Context: an optimization exercise on an open-source flow, tuned for small area and few clock cycles per item. The choices shown serve that exercise and are no tape-out recipe.
At most, simulation tests tie the RTL to the original design; equivalence was not proved.
No activity file was given, so power comes from the tool's default toggle rates.

==> flow/design.v <==
package tbs_pkg;
  localparam int CountMax = 65535;
  localparam logic [15:0] CntMax = 16'(CountMax);
  localparam logic [15:0] PosMax = 16'hFFFF;
  localparam logic [30:0] SumMax = 31'h7FFF_FFFF;
  localparam logic [14:0] LowestReset = 15'h7FFF;
  localparam logic [14:0] NormalLimitReset = 15'd464;
  localparam logic [14:0] WarningLimitReset = 15'd704;
  localparam logic [14:0] CriticalLimitReset = 15'd944;
  localparam logic [14:0] TripLevelReset = 15'd720;
  typedef enum logic [1:0] {
    CfgNormalLimit = 2'd0,
    CfgWarningLimit = 2'd1,
    CfgCriticalLimit = 2'd2,
    CfgTripLevel = 2'd3
  } cfg_idx_e;
  typedef enum logic {
    ActSample = 1'b0,
    ActClear = 1'b1
  } action_e;
  typedef struct packed {
    logic              action;
    logic signed [15:0] sample;
  } in_t;
  typedef struct packed {
    logic [14:0] min_seen;
    logic [14:0] max_seen;
    logic [30:0] total;
    logic [15:0] skipped_count;
    logic [15:0] normal_count;
    logic [15:0] warning_count;
    logic [15:0] critical_count;
    logic [15:0] shutdown_count;
    logic        trip_seen;
    logic [15:0] trip_index;
  } out_t;
  typedef struct packed {
    logic [14:0] normal_limit;
    logic [14:0] warning_limit;
    logic [14:0] critical_limit;
    logic [14:0] trip_level;
  } cfg_t;
  localparam out_t StatsReset = {
    LowestReset,   
    15'd0,         
    31'd0,         
    16'd0,         
    16'd0,         
    16'd0,         
    16'd0,         
    16'd0,         
    1'b0,          
    16'd0          
  };
endpackage
import tbs_pkg::*;
module tbs_cfg_regs (
  input  logic        clk_i,
  input  logic        rst_ni,
  input  logic        cfg_we_i,
  input  logic [1:0]  cfg_idx_i,
  input  logic [14:0] cfg_data_i,
  output tbs_pkg::cfg_t        cfg_o
);
  tbs_pkg::cfg_t cfg_d;
  tbs_pkg::cfg_t cfg_q;
  always_comb begin
    cfg_d = cfg_q;
    if (cfg_we_i) begin
      unique case (cfg_idx_i)
        CfgNormalLimit:   cfg_d.normal_limit = cfg_data_i;
        CfgWarningLimit:  cfg_d.warning_limit = cfg_data_i;
        CfgCriticalLimit: cfg_d.critical_limit = cfg_data_i;
        CfgTripLevel:     cfg_d.trip_level = cfg_data_i;
        default:          cfg_d = cfg_q;
      endcase
    end
  end
  always_ff @(posedge clk_i or negedge rst_ni) begin
    if (!rst_ni) begin
      cfg_q <= {NormalLimitReset, WarningLimitReset, CriticalLimitReset, TripLevelReset};
    end else begin
      cfg_q <= cfg_d;
    end
  end
  assign cfg_o = cfg_q;
endmodule
import tbs_pkg::*;
module tbs_stats (
  input  logic clk_i,
  input  logic rst_ni,
  input  logic accept_i,
  input  tbs_pkg::in_t  in_data_i,
  input  tbs_pkg::cfg_t cfg_i,
  output tbs_pkg::out_t res_o
);
  logic        fresh_q;
  logic [14:0] min_q, max_q;
  logic [14:0] total_lo_q;
  logic [15:0] total_hi_q;
  logic [15:0] skip_q, norm_q, warn_q, crit_q, shut_q;
  logic        trip_q;
  logic [15:0] pidx_q;
  logic        clr_a, skip_a, smp_a, wipe;
  logic [14:0] t;
  logic        in_normal, in_warning, in_critical, trip_hit;
  logic        lt_min, gt_max;
  function automatic logic le15(input logic [14:0] a, input logic [14:0] b);
    logic r;
    r = 1'b1;
    for (int i = 0; i < 15; i++) r = (!a[i] && b[i]) || (!a[i] && r) || (b[i] && r);
    le15 = r;
  endfunction
  function automatic logic [15:0] cnt_next(input logic [15:0] v, input logic en,
                                           input logic wp);
    logic g, c;
    g = en && !(&v);
    c = g;
    for (int i = 0; i < 16; i++) begin
      if (i == 8) c = g && (&v[7:0]);
      cnt_next[i] = (i == 0) ? (wp ? en : v[i] ^ c) : (!wp && (v[i] ^ c));
      c = c && v[i];
    end
  endfunction
  assign t      = in_data_i.sample[14:0];
  assign clr_a  = accept_i && in_data_i.action;
  assign skip_a = accept_i && !in_data_i.action && in_data_i.sample[15];
  assign smp_a  = accept_i && !in_data_i.action && !in_data_i.sample[15];
  assign wipe   = clr_a || fresh_q;
  assign in_normal   = le15(t, cfg_i.normal_limit);
  assign in_warning  = le15(t, cfg_i.warning_limit);
  assign in_critical = le15(t, cfg_i.critical_limit);
  assign trip_hit    = le15(cfg_i.trip_level, t);
  assign lt_min      = !le15(min_q, t);
  assign gt_max      = !le15(t, max_q);
  logic [14:0] addend, lo_sum;
  logic        lo_c, ovf;
  always_comb begin
    logic c, c0, c1;
    logic [14:8] s0, s1;
    addend = smp_a ? t : 15'd0;
    c = 1'b0;
    for (int i = 0; i < 8; i++) begin
      lo_sum[i] = total_lo_q[i] ^ addend[i] ^ c;
      c = (total_lo_q[i] && addend[i]) || (c && (total_lo_q[i] ^ addend[i]));
    end
    c0 = 1'b0;
    c1 = 1'b1;
    for (int i = 8; i < 15; i++) begin
      s0[i] = total_lo_q[i] ^ addend[i] ^ c0;
      c0 = (total_lo_q[i] && addend[i]) || (c0 && (total_lo_q[i] ^ addend[i]));
      s1[i] = total_lo_q[i] ^ addend[i] ^ c1;
      c1 = (total_lo_q[i] && addend[i]) || (c1 && (total_lo_q[i] ^ addend[i]));
    end
    lo_sum[14:8] = (s1 & {7{c}}) | (s0 & {7{!c}});
    lo_c = (c1 & c) | (c0 & !c);
  end
  assign ovf = lo_c && (&total_hi_q) && !fresh_q;
  logic [15:0] hi_next;
  always_comb begin
    logic g, c;
    g = lo_c && !(&total_hi_q);
    c = g;
    for (int i = 0; i < 16; i++) begin
      if (i == 4)  c = g && (&total_hi_q[3:0]);
      if (i == 8)  c = g && (&total_hi_q[7:0]);
      if (i == 12) c = g && (&total_hi_q[11:0]);
      hi_next[i] = (i == 0) ? (fresh_q ? 1'b0 : total_hi_q[i] ^ c)
                            : (!fresh_q && (total_hi_q[i] ^ c));
      c = c && total_hi_q[i];
    end
  end
  always_ff @(posedge clk_i or negedge rst_ni) begin
    if (!rst_ni) begin
      fresh_q    <= 1'b1;
      total_lo_q <= '0;
      trip_q     <= 1'b0;
    end else begin
      if (accept_i) fresh_q <= 1'b0;
      if (clr_a) begin
        total_lo_q <= '0;
        trip_q     <= 1'b0;
      end else begin
        total_lo_q <= lo_sum | {15{ovf}};
        trip_q     <= trip_q || (smp_a && trip_hit);
      end
    end
  end
  always_ff @(posedge clk_i) begin
    if (smp_a && (fresh_q || lt_min)) min_q <= t;
    else if (wipe)                    min_q <= LowestReset;
    if (smp_a && (fresh_q || gt_max)) max_q <= t;
    else if (wipe)                    max_q <= '0;
    total_hi_q <= clr_a ? '0 : hi_next;
    skip_q <= clr_a ? '0 : cnt_next(skip_q, skip_a, fresh_q);
    norm_q <= clr_a ? '0 : cnt_next(norm_q, smp_a && in_normal, fresh_q);
    warn_q <= clr_a ? '0 : cnt_next(warn_q, smp_a && !in_normal && in_warning, fresh_q);
    crit_q <= clr_a ? '0 : cnt_next(crit_q, smp_a && !in_normal && !in_warning && in_critical,
                                    fresh_q);
    shut_q <= clr_a ? '0 : cnt_next(shut_q, smp_a && !in_normal && !in_warning && !in_critical,
                                    fresh_q);
    pidx_q <= clr_a ? '0 : cnt_next(pidx_q, (skip_a || smp_a) && !trip_q &&
                                    !(smp_a && trip_hit), fresh_q);
  end
  assign res_o = {min_q, max_q, total_hi_q, total_lo_q,
                  skip_q, norm_q, warn_q, crit_q, shut_q, trip_q, pidx_q & {16{trip_q}}};
endmodule
import tbs_pkg::*;
module tbs_out_reg (
  input  logic clk_i,
  input  logic rst_ni,
  input  logic in_valid_i,
  output logic in_ready_o,
  output logic accept_o,
  output logic out_valid_o,
  input  logic out_ready_i
);
  logic out_valid_q;
  assign in_ready_o = !out_valid_q || out_ready_i;
  assign accept_o   = in_valid_i && in_ready_o;
  always_ff @(posedge clk_i or negedge rst_ni) begin
    if (!rst_ni) begin
      out_valid_q <= 1'b0;
    end else if (in_ready_o) begin
      out_valid_q <= in_valid_i;
    end
  end
  assign out_valid_o = out_valid_q;
endmodule
import tbs_pkg::*;
module temperature_band_statistics (
  input  logic         clk_i,
  input  logic         rst_ni,
  input  logic         in_valid_i,
  output logic         in_ready_o,
  input  logic [16:0]  in_data_i,
  output logic         out_valid_o,
  input  logic         out_ready_i,
  output logic [157:0] out_data_o,
  input  logic         cfg_we_i,
  input  logic [1:0]   cfg_idx_i,
  input  logic [14:0]  cfg_data_i
);
  tbs_pkg::cfg_t cfg;
  tbs_pkg::in_t  in_data;
  tbs_pkg::out_t res;
  logic accept;
  assign in_data    = in_data_i;
  assign out_data_o = res;
  tbs_cfg_regs u_cfg (
    .clk_i,
    .rst_ni,
    .cfg_we_i,
    .cfg_idx_i,
    .cfg_data_i,
    .cfg_o (cfg)
  );
  tbs_out_reg u_out (
    .clk_i,
    .rst_ni,
    .in_valid_i,
    .in_ready_o,
    .accept_o (accept),
    .out_valid_o,
    .out_ready_i
  );
  tbs_stats u_stats (
    .clk_i,
    .rst_ni,
    .accept_i  (accept),
    .in_data_i (in_data),
    .cfg_i     (cfg),
    .res_o     (res)
  );
endmodule
Settings: LEC_CHECK=0, CAP_MARGIN=20, CORE_MARGIN=2, CORE_UTILIZATION=40, SLEW_MARGIN=20; clock period 6.0 ns.
standard.sh (not shown) runs the stock make flow with config.mk's settings and CLKGATE_MAP_FILE= SYNTH_SCRIPT=/design/flow/synth_recipe.tcl, a recipe that flattens the netlist after the stock synthesis.
==> flow/flow/run.sh <==
#!/bin/bash
set -euo pipefail
HERE=$(pwd)
RES=$HERE/orfs/results/$FLOW_PLATFORM/temperature_band_statistics/base
YOSYS=${FLOW_HOME}/../tools/install/yosys/bin/yosys
[[ -x $YOSYS ]] || YOSYS=yosys

bash standard.sh synth > standard_synth.log 2>&1

cp $RES/1_2_yosys.v $HERE/synth_standard.v
LIB=${FLOW_HOME}/platforms/sky130hd/lib/sky130_fd_sc_hd__tt_025C_1v80.lib
sed -e "s|@LIB@|$LIB|g" -e "s|@IN@|$HERE/synth_standard.v|g" -e "s|@OUT@|$RES/1_2_yosys.v|g" \
    -e "s|@ABC@|$HERE/flow/area.abc|g" -e "s|@CONSTR@|$HERE/flow/abc.constr|g" \
    flow/remap.ys > remap_run.ys
$YOSYS -s remap_run.ys > remap.log 2>&1
rm -f $RES/1_synth.odb $RES/1_synth.sdc

export BUFFER_PORTS_ARGS="-buffer_cell sky130_fd_sc_hd__buf_1"
export CTS_ARGS="-sink_clustering_enable -repair_clock_nets -dont_use_dummy_load -buf_list sky130_fd_sc_hd__clkbuf_8 -sink_clustering_size 20 -sink_clustering_max_diameter 60"
bash standard.sh > standard_make.log 2>&1
==> flow/flow/abc.constr <==
set_driving_cell sky130_fd_sc_hd__buf_1
set_load 5
==> flow/flow/area.abc <==
strash
dc2
&get -n
&dch -f
&nf -R 1000
&put
==> flow/flow/remap.ys <==
# Map the combinational logic of the standard synthesis again; registers stay as they are.
read_liberty -ignore_miss_func @LIB@
read_verilog @IN@
hierarchy -check -top temperature_band_statistics
blackbox sky130_fd_sc_hd__df* sky130_fd_sc_hd__edf* sky130_fd_sc_hd__sdf* sky130_fd_sc_hd__dl*
flatten
rename -hide w:*.*
opt_clean
opt -fast
abc -script @ABC@ -liberty @LIB@ -dont_use *lpflow* -dont_use *probe_p* -dont_use *probec_p* -constr @CONSTR@ -D 4000
setundef -zero
splitnets
opt_clean -purge
hilomap -singleton -hicell sky130_fd_sc_hd__conb_1 HI -locell sky130_fd_sc_hd__conb_1 LO
insbuf -buf sky130_fd_sc_hd__buf_4 A X
opt_clean -purge
rename -hide w:*$func$*
stat -liberty @LIB@
write_verilog -noattr -nohex -nodec @OUT@
Testbench counts at the start, summed over its fixed seeds: cycles 32,008, items 32,000.
Rerun with:
--- a/flow/design.v
+++ b/flow/design.v
@@ -131,28 +131,29 @@
   assign in_warning  = le15(t, cfg_i.warning_limit);
   assign in_critical = le15(t, cfg_i.critical_limit);
   assign trip_hit    = le15(cfg_i.trip_level, t);
   assign lt_min      = !le15(min_q, t);
   assign gt_max      = !le15(t, max_q);
-  logic [14:0] addend, lo_sum;
+  logic [14:0] addend, lo_sum, lo_cur;
+  assign lo_cur = total_lo_q & {15{!fresh_q}};
   logic        lo_c, ovf;
   always_comb begin
     logic c, c0, c1;
     logic [14:8] s0, s1;
     addend = smp_a ? t : 15'd0;
     c = 1'b0;
     for (int i = 0; i < 8; i++) begin
-      lo_sum[i] = total_lo_q[i] ^ addend[i] ^ c;
-      c = (total_lo_q[i] && addend[i]) || (c && (total_lo_q[i] ^ addend[i]));
+      lo_sum[i] = lo_cur[i] ^ addend[i] ^ c;
+      c = (lo_cur[i] && addend[i]) || (c && (lo_cur[i] ^ addend[i]));
     end
     c0 = 1'b0;
     c1 = 1'b1;
     for (int i = 8; i < 15; i++) begin
-      s0[i] = total_lo_q[i] ^ addend[i] ^ c0;
-      c0 = (total_lo_q[i] && addend[i]) || (c0 && (total_lo_q[i] ^ addend[i]));
-      s1[i] = total_lo_q[i] ^ addend[i] ^ c1;
-      c1 = (total_lo_q[i] && addend[i]) || (c1 && (total_lo_q[i] ^ addend[i]));
+      s0[i] = lo_cur[i] ^ addend[i] ^ c0;
+      c0 = (lo_cur[i] && addend[i]) || (c0 && (lo_cur[i] ^ addend[i]));
+      s1[i] = lo_cur[i] ^ addend[i] ^ c1;
+      c1 = (lo_cur[i] && addend[i]) || (c1 && (lo_cur[i] ^ addend[i]));
     end
     lo_sum[14:8] = (s1 & {7{c}}) | (s0 & {7{!c}});
     lo_c = (c1 & c) | (c0 & !c);
   end
   assign ovf = lo_c && (&total_hi_q) && !fresh_q;
@@ -171,28 +172,21 @@
     end
   end
   always_ff @(posedge clk_i or negedge rst_ni) begin
     if (!rst_ni) begin
       fresh_q    <= 1'b1;
-      total_lo_q <= '0;
       trip_q     <= 1'b0;
     end else begin
       if (accept_i) fresh_q <= 1'b0;
-      if (clr_a) begin
-        total_lo_q <= '0;
-        trip_q     <= 1'b0;
-      end else begin
-        total_lo_q <= lo_sum | {15{ovf}};
-        trip_q     <= trip_q || (smp_a && trip_hit);
-      end
+      if (clr_a) trip_q <= 1'b0;
+      else       trip_q <= trip_q || (smp_a && trip_hit);
     end
   end
   always_ff @(posedge clk_i) begin
-    if (smp_a && (fresh_q || lt_min)) min_q <= t;
-    else if (wipe)                    min_q <= LowestReset;
-    if (smp_a && (fresh_q || gt_max)) max_q <= t;
-    else if (wipe)                    max_q <= '0;
+    min_q <= (smp_a && (fresh_q || lt_min)) ? t : (min_q | {15{wipe}});
+    max_q <= (smp_a && (fresh_q || gt_max)) ? t : (max_q & {15{!wipe}});
+    total_lo_q <= clr_a ? '0 : (lo_sum | {15{ovf}});
     total_hi_q <= clr_a ? '0 : hi_next;
     skip_q <= clr_a ? '0 : cnt_next(skip_q, skip_a, fresh_q);
     norm_q <= clr_a ? '0 : cnt_next(norm_q, smp_a && in_normal, fresh_q);
     warn_q <= clr_a ? '0 : cnt_next(warn_q, smp_a && !in_normal && in_warning, fresh_q);
     crit_q <= clr_a ? '0 : cnt_next(crit_q, smp_a && !in_normal && !in_warning && in_critical,
The changed run finished with timing, DRC and antenna clean.
Wire length hardly moves.
Die area goes down by 0.34%.
Total power goes up by 5.6%.
Final area goes up by 1.7%.
Clock skew stays flat.
Fmax goes down by 1.5%.
Synthesized cell count goes up by 3.6%.
Synthesized area goes down by 0.35%.
First-iteration DRC count goes up by 3.3%.
Hold slack improved by 0.020 ns.
Via count goes up by 2.8%.
Clock-buffer cell count goes up by 3.
Setup slack got worse by 0.083 ns.
No functional check of the RTL was part of the second run of this note.

static timing again, ports no longer ideal:
Ports are ideal in the flow. The routed layouts listed here were re-timed in OpenROAD.
Step 1 assumes that a clkbuf_16 drives the clock port and a buf_2 every other input.
Step 2 moves the port delays by t, midway between the first and last clock arrival at a register: inputs arrive t later, outputs are due t later. That takes back most of the time a late clock gives input paths.
Slacks: no drivers / after step 1 / after step 2; pairs: no drivers / after step 1.
run | shift t [ns] | slack for setup (ns) | worst data-port slew with drivers (ns) | cell pins on the clock port's net
the first run | 0.565 | 0.565 / 0.588 / 0.023 | 0.07 | 1
the second run | 0.574 | 0.481 / 0.499 / -0.075 | 0.08 | 1
Met with ideal ports but missed after step 2: setup timing in the second run. The setup slack of the second run, which loses most, moves by +0.018 ns with the drivers and by -0.556 ns with both steps.
